From an optimization exercise on the open Yosys and OpenROAD flow, aimed at small area; shortcuts taken in it are not production practice. Function not checked in this run: the RTL went through the layout flow alone. No activity file was given, so power comes from the tool's default toggle rates.

File: flow/design.v
package operand_bank_pkg;
  localparam logic [1:0] FIELD_M    = 2'd0;
  localparam logic [1:0] FIELD_E    = 2'd1;
  localparam logic [1:0] FIELD_N    = 2'd2;
  localparam logic [1:0] FIELD_RSVD = 2'd3;
  localparam logic [7:0] DEF_M = 8'h20;
  localparam logic [7:0] DEF_E = 8'h02;
  localparam logic [7:0] DEF_N = 8'h20;
  typedef enum logic [1:0] {
    W_IDLE    = 2'd0,
    W_COLLECT = 2'd1,
    W_COMMIT  = 2'd2
  } wr_state_e;
  typedef enum logic {
    L_IDLE  = 1'b0,
    L_VALID = 1'b1
  } ln_state_e;
endpackage
module word_assembler
#(
  parameter int DW     = 32,
  parameter int WIDTH  = 128,
  parameter int SLOT_W = 2
) (
  input  logic              clk,
  input  logic              rst,
  input  logic              wr_valid,
  output logic              wr_ready,
  input  logic [SLOT_W-1:0] wr_slot,
  input  logic [1:0]        wr_field,
  input  logic [DW-1:0]     wr_data,
  output logic              commit,
  output logic [SLOT_W-1:0] commit_slot,
  output logic [1:0]        commit_field,
  output logic [WIDTH-1:0]  commit_data
);
  localparam int WPO   = WIDTH / DW;
  localparam int CNT_W = $clog2(WPO + 1);
  operand_bank_pkg::wr_state_e state_r;
  logic [CNT_W-1:0]   cnt_r;
  logic [WIDTH-1:0]   shift_r;
  logic [SLOT_W-1:0]  slot_r;
  logic [1:0]         field_r;
  logic               ready_r;
  always_ff @(posedge clk or posedge rst) begin
    if (rst) begin
      state_r <= operand_bank_pkg::W_IDLE;
      cnt_r   <= '0;
      shift_r <= '0;
      slot_r  <= '0;
      field_r <= 2'd0;
      ready_r <= 1'b1;
    end else begin
      case (state_r)
        operand_bank_pkg::W_IDLE: begin
          if (wr_valid && ready_r) begin
            slot_r  <= wr_slot;
            field_r <= wr_field;
            shift_r <= WIDTH'(wr_data);
            cnt_r   <= CNT_W'(1);
            if (WPO == 1) begin
              state_r <= operand_bank_pkg::W_COMMIT;
              ready_r <= 1'b0;
            end else begin
              state_r <= operand_bank_pkg::W_COLLECT;
            end
          end
        end
        operand_bank_pkg::W_COLLECT: begin
          if (wr_valid) begin
            shift_r[int'(cnt_r)*DW +: DW] <= wr_data;
            cnt_r <= cnt_r + CNT_W'(1);
            if (cnt_r + CNT_W'(1) == CNT_W'(WPO)) begin
              state_r <= operand_bank_pkg::W_COMMIT;
              ready_r <= 1'b0;
            end
          end
        end
        operand_bank_pkg::W_COMMIT: begin
          state_r <= operand_bank_pkg::W_IDLE;
          cnt_r   <= '0;
          ready_r <= 1'b1;
        end
        default: begin
          state_r <= operand_bank_pkg::W_IDLE;
          cnt_r   <= '0;
          ready_r <= 1'b1;
        end
      endcase
    end
  end
  assign wr_ready     = ready_r;
  assign commit       = (state_r == operand_bank_pkg::W_COMMIT);
  assign commit_slot  = slot_r;
  assign commit_field = field_r;
  assign commit_data  = shift_r;
endmodule
module operand_bank
#(
  parameter int RSA_WIDTH          = 128,
  parameter int C_S_AXI_DATA_WIDTH = 32,
  parameter int NUM_SLOTS          = 4,
  parameter int SLOT_W             = $clog2(NUM_SLOTS)
) (
  input  logic                          CLK_IN,
  input  logic                          RST_IN,
  input  logic                          WR_VALID_IN,
  output logic                          WR_READY_OUT,
  input  logic [SLOT_W-1:0]             WR_SLOT_IN,
  input  logic [1:0]                    WR_FIELD_IN,
  input  logic [C_S_AXI_DATA_WIDTH-1:0] WR_DATA_IN,
  input  logic [C_S_AXI_DATA_WIDTH-1:0] SELECT_IN,
  input  logic                          START_IN,
  output logic [RSA_WIDTH-1:0]          M_OUT,
  output logic [RSA_WIDTH-1:0]          E_OUT,
  output logic [RSA_WIDTH-1:0]          N_OUT,
  output logic                          OUT_VALID_OUT,
  input  logic                          OUT_READY_IN,
  output logic                          ERR_OUT
);
  logic                  commit_s;
  logic [SLOT_W-1:0]     commit_slot_s;
  logic [1:0]            commit_field_s;
  logic [RSA_WIDTH-1:0]  commit_data_s;
  logic [RSA_WIDTH-1:0]  m_r [NUM_SLOTS];
  logic [RSA_WIDTH-1:0]  e_r [NUM_SLOTS];
  logic [RSA_WIDTH-1:0]  n_r [NUM_SLOTS];
  operand_bank_pkg::ln_state_e ln_state_r;
  logic                  launch_s;
  logic                  sel_oob_s;
  logic [SLOT_W-1:0]     sel_idx_s;
  word_assembler #(
    .DW     (C_S_AXI_DATA_WIDTH),
    .WIDTH  (RSA_WIDTH),
    .SLOT_W (SLOT_W)
  ) u_word_assembler (
    .clk          (CLK_IN),
    .rst          (RST_IN),
    .wr_valid     (WR_VALID_IN),
    .wr_ready     (WR_READY_OUT),
    .wr_slot      (WR_SLOT_IN),
    .wr_field     (WR_FIELD_IN),
    .wr_data      (WR_DATA_IN),
    .commit       (commit_s),
    .commit_slot  (commit_slot_s),
    .commit_field (commit_field_s),
    .commit_data  (commit_data_s)
  );
  always_comb begin
    launch_s  = (ln_state_r == operand_bank_pkg::L_IDLE) && START_IN;
    sel_oob_s = (SELECT_IN >= C_S_AXI_DATA_WIDTH'(NUM_SLOTS));
    if (sel_oob_s) begin
      sel_idx_s = '0;
    end else begin
      sel_idx_s = SELECT_IN[SLOT_W-1:0];
    end
  end
  always_ff @(posedge CLK_IN or posedge RST_IN) begin
    if (RST_IN) begin
      for (int i = 0; i < NUM_SLOTS; i++) begin
        m_r[i] <= RSA_WIDTH'(operand_bank_pkg::DEF_M);
        e_r[i] <= RSA_WIDTH'(operand_bank_pkg::DEF_E);
        n_r[i] <= RSA_WIDTH'(operand_bank_pkg::DEF_N);
      end
    end else if (commit_s) begin
      case (commit_field_s)
        operand_bank_pkg::FIELD_M: m_r[commit_slot_s] <= commit_data_s;
        operand_bank_pkg::FIELD_E: e_r[commit_slot_s] <= commit_data_s;
        operand_bank_pkg::FIELD_N: n_r[commit_slot_s] <= commit_data_s;
        default: ;
      endcase
    end
  end
  always_ff @(posedge CLK_IN or posedge RST_IN) begin
    if (RST_IN) begin
      ln_state_r    <= operand_bank_pkg::L_IDLE;
      M_OUT         <= RSA_WIDTH'(operand_bank_pkg::DEF_M);
      E_OUT         <= RSA_WIDTH'(operand_bank_pkg::DEF_E);
      N_OUT         <= RSA_WIDTH'(operand_bank_pkg::DEF_N);
      OUT_VALID_OUT <= 1'b0;
    end else begin
      case (ln_state_r)
        operand_bank_pkg::L_IDLE: begin
          if (launch_s) begin
            M_OUT         <= m_r[sel_idx_s];
            E_OUT         <= e_r[sel_idx_s];
            N_OUT         <= n_r[sel_idx_s];
            OUT_VALID_OUT <= 1'b1;
            ln_state_r    <= operand_bank_pkg::L_VALID;
          end
        end
        operand_bank_pkg::L_VALID: begin
          if (OUT_READY_IN) begin
            OUT_VALID_OUT <= 1'b0;
            ln_state_r    <= operand_bank_pkg::L_IDLE;
          end
        end
        default: begin
          OUT_VALID_OUT <= 1'b0;
          ln_state_r    <= operand_bank_pkg::L_IDLE;
        end
      endcase
    end
  end
  always_ff @(posedge CLK_IN or posedge RST_IN) begin
    if (RST_IN) begin
      ERR_OUT <= 1'b0;
    end else if ((launch_s && sel_oob_s) || (commit_s && commit_field_s == operand_bank_pkg::FIELD_RSVD)) begin
      ERR_OUT <= 1'b1;
    end
  end
endmodule
File: flow/run.sh
#!/bin/bash
# synth_recipe.tcl (not shown) runs the flow's synth.tcl, then flattens the netlist and writes it again
# the make line also repeats each setting of config.mk as NAME=value (left out here)
make -C /OpenROAD-flow-scripts/flow DESIGN_CONFIG=/design/flow/config.mk WORK_HOME=/design/flow/orfs CLKGATE_MAP_FILE= SYNTH_SCRIPT=/design/flow/synth_recipe.tcl finish
File: flow/config.mk
export PLATFORM = sky130hd
export DESIGN_NAME = operand_bank
export DESIGN_NICKNAME = operand_bank
export VERILOG_FILES = /design/flow/design.v
export SDC_FILE = /design/flow/constraint.sdc
export NUM_CORES = 4
export LEC_CHECK = 0
export CAP_MARGIN = 20
export CORE_MARGIN = 2
export CORE_UTILIZATION = 40
export SLEW_MARGIN = 20
File: flow/constraint.sdc
create_clock -name core_clock -period 5.0 [get_ports {CLK_IN}]
set_input_delay 1.0000 -clock core_clock [delete_from_list [all_inputs] [get_ports {CLK_IN}]]
set_output_delay 1.0000 -clock core_clock [all_outputs]
set_load 0.01 [all_outputs]
==> summary.txt <==
[worst min-delay path: cells and delay by family, from the launching register on]
kind | cells | cell delay [ns]
flops | 1 | 0.34
simple gates | 1 | 0.05
compound gates | 1 | 0.05
[final timing paths]
kind,startpoint,to,slack [ns],cells after the start
worst max register to register,u_word_assembler.cnt_r[0],u_word_assembler.shift_r[12],1.86,9
worst min register to register,N_OUT[50],N_OUT[50],0.48,2
min in group asynchronous,RST_IN,m_r[0][11],0.57,2
worst max-delay path,u_word_assembler.ready_r,WR_READY_OUT,1.85,1
worst min-delay path,N_OUT[50],N_OUT[50],0.48,2
max in group asynchronous,RST_IN,n_r[3][75],2.98,6
[layer usage]
metal	part of all wire	track usage	routed length [µm]	vias up
li1	-	-	-	25300
met2	0.47	0.388	128000	1695
met4	0.042	0.101	11500	6
met1	0.43	0.323	118000	31300
met5	0.00013	0	35	-
met3	0.051	0.0352	13900	404
[cells by family after synthesis]
logic type	count (synthesis)	synth area share
buffers and inverters	716	0.0350
flip-flops	2061	0.585
multiplexers	1924	0.240
adder cells (fa/ha/maj)	6	0.000851
AND/OR/NAND/NOR	847	0.0381
AO/OA/AOI/OAI	1295	0.101
[sequential cells by signal, summed over array words and instances (netlist names), 3 cells and up]
| name | flops |
|---|---|
| n_r | 512 |
| E_OUT | 128 |
| M_OUT | 128 |
| u_word_assembler.cnt_r | 3 |
| e_r | 512 |
| m_r | 512 |
| N_OUT | 128 |
| u_word_assembler.shift_r | 128 |
[final cells by class]
class,count,area share
Tap cell,2871,0.0347
Multi-Input combinational cell,4072,0.325
Clock inverter,76,0.00963
Sequential cell,2061,0.498
Timing Repair Buffer,653,0.0694
Inverter,9,0.000362
Antenna cell,9,0.000217
Clock buffer,327,0.0627
[placed cells by master (no fill, tap or decap), drive strengths merged]
master and n:
and3b 1, dfrtp 2045, a31oi 384, clkinv 48, mux2i 377, diode 9, a22o 135, and3 3
and4 2, clkdlybuf4s50 456, nor3 4, nand4 3, o31ai 7, nor4b 1, nand2b 3, ha 6
and4bb 1, clkbuf 327, nor2 389, dfstp 16, o21ai 380, buf 197, nand3b 1, clkinvlp 5
a21o 2, mux2 1547, a221oi 377, inv 17, a21oi 8, o22ai 1, nor2b 20, nand4b 1
nand2 398, bufinv 15, nor3b 1, nor4 15, or2 1, a32oi 1, nand3 3
[where the power goes]
group | total (mW) | switching (mW) | internal, mW | leakage (nW)
clock network | 16.8 | 7.00 | 9.77 | 3.70
registers | 18.3 | 0.904 | 17.4 | 28.0
logic | 3.86 | 2.05 | 1.81 | 18.3
total | 38.9 | 9.96 | 28.9 | 49.9
[per-stage QoR]
| stage | power (mW) | hold WS [ns] | cell area (µm²) |
|---|---|---|---|
| 2_1_floorplan | 19.9 | 0.445 | 88200 |
| 3_3_place_gp | 22.4 | 0.470 | 96000 |
| 3_5_place_dp | 22.5 | 0.473 | 96000 |
| 4_1_cts | 39.3 | 0.487 | 104000 |
| 5_1_grt | 40.3 | 0.505 | 104000 |
| 6_report | 38.9 | 0.480 | 104000 |
==> reports/qor.yml <==
cts_hold_buffers: 0
clk_path_buf_depth: 3
cts_root_buffer: "clkbuf_16"
antenna_found_initial: 12
cts_setup_buffers: 0
crit_arrival_ns: 2.15
p_per_area_mw_per_mm2: 375
hold_path_class: "reg -> reg"
synth_edf_count: 0
track_usage: 0.240
setup_tns_ns: 0
synthFlopType: "dfrtp_1"
io_pins: 460
dp_hpwl_um: 162000
clock_sinks: 2061
ys_seq_elements: 2061
postRouteAntennaNets: 0
synth_warnings: 5
maxCapViolations: 0
synth.avg_cell_area_um2: 12.9
drtIter0Drc: 4900
areaGrowthSynthToFinish_pct: 17.5
synth_top_cell_area_share: 0.580
yosysSeqAreaShare: 0.585
ff_latch_area_mm2: 0.0516
outcome: "no timing/DRC/antenna violations"
routabilityCongestion: 0.783
p_leak_nw: 49.9
final.setup_skew_ns: 0.0615
dieHeight_um: 474
cts_tree: "done"
multi_input_area_mm2: 0.0337
avgViaCountPerCell: 5.83
slew_headroom: 0.261
dp_cells: 9662
rows: 172
wl_per_cell_um: 27.0
die_w_um: 474
end_kind: "output pin"
fin_crit_sh: 0.629
fin_util: 0.472
grt_max_degree: 143
drive_above_1_share: 0.298
route.detailed.drc: 0
cts_resized: 0
critPathRequiredTime_ns: 4.00
fmax_mhz: 318
clkLatencyLatePin_ns: 0.88
setup_ws_ns: 1.85
cp_slowest_cell: "clkdlybuf4s50_1"
yosys.area.top_type: "dfrtp_1"
ys_async_sr_fraction: 1.00
tightest_slew_ns: 1.11
synth.most_common_cell: "dfrtp_1"
core_area_mm2: 0.220
max_stage_delay_ns: 0.69
syn_nets: 6928
syn_inst: 6849
initial_core_util: 0.402
numPortBuffers: 459
drt_pass1_iterations: 7
setup.worst_path.class: "reg -> out"
vias: 58800
critical_path.max_fanout: 5
numCtsBuffers: 218
finalHoldViolCount: 0
period_needed_ns: 3.15
finalSetupViolations: 0
synth.distinct_cells: 38
start_kind: "flop"
grt_overflow_total: 0
ir_drop_mv: 0.356
die_area_mm2: 0.224
ctsHtreeMaxLevel: 4
syn_area_mm2: 0.0882
path_delay_family: "buffers and inverters"
rsz0062_at_grt: "false"
cp_cell_sequence: "clkdlybuf4s50_1"
critPathBufInv: 1
drv_slew: 0
fill_cells: 19300
layout.nets: 7094
drt-total-wl_um: 272000
final_cells: 10100
synth_common_cells: "dfrtp_1, mux2_2, nand2_1, clkbuf_1, nor2_1"
clk_pin_slew_ns: 0.06
grt_pass1_vias: 60700
grt_pass1_wl_um: 406000
synthTopCellsByArea: "dfrtp_1, mux2_2, mux2i_1"
dp_slack_ns: 1.16

-- afterwards: timing with drivers on the ports --
The flow's constraints put no driver on any port. The routed layout listed below was extracted and timed again, unchanged, in two steps. Step 1 (the two cells are an assumption about what drives the block):
set clk [get_ports {CLK_IN}]
set_driving_cell -lib_cell sky130_fd_sc_hd__clkbuf_16 $clk
set_driving_cell -lib_cell sky130_fd_sc_hd__buf_2 [delete_from_list [all_inputs] $clk]
Step 2 also shifts input and output timing later by t, the mid clock arrival at the registers, as if the neighbouring blocks saw the same clock. Three values: ideal ports, drivers, drivers and shift; two values: the first two.
shift t [ns]: 0.939
setup slack, ns: 1.854 / 1.768 / 0.994
clock arrival spread, ns: 0.066 / 0.066
pins driven straight from the clock port: 1
After both steps setup and hold are still met in this run. For this run, drivers alone change the setup slack by -0.086 ns; drivers and shift together by -0.860 ns.
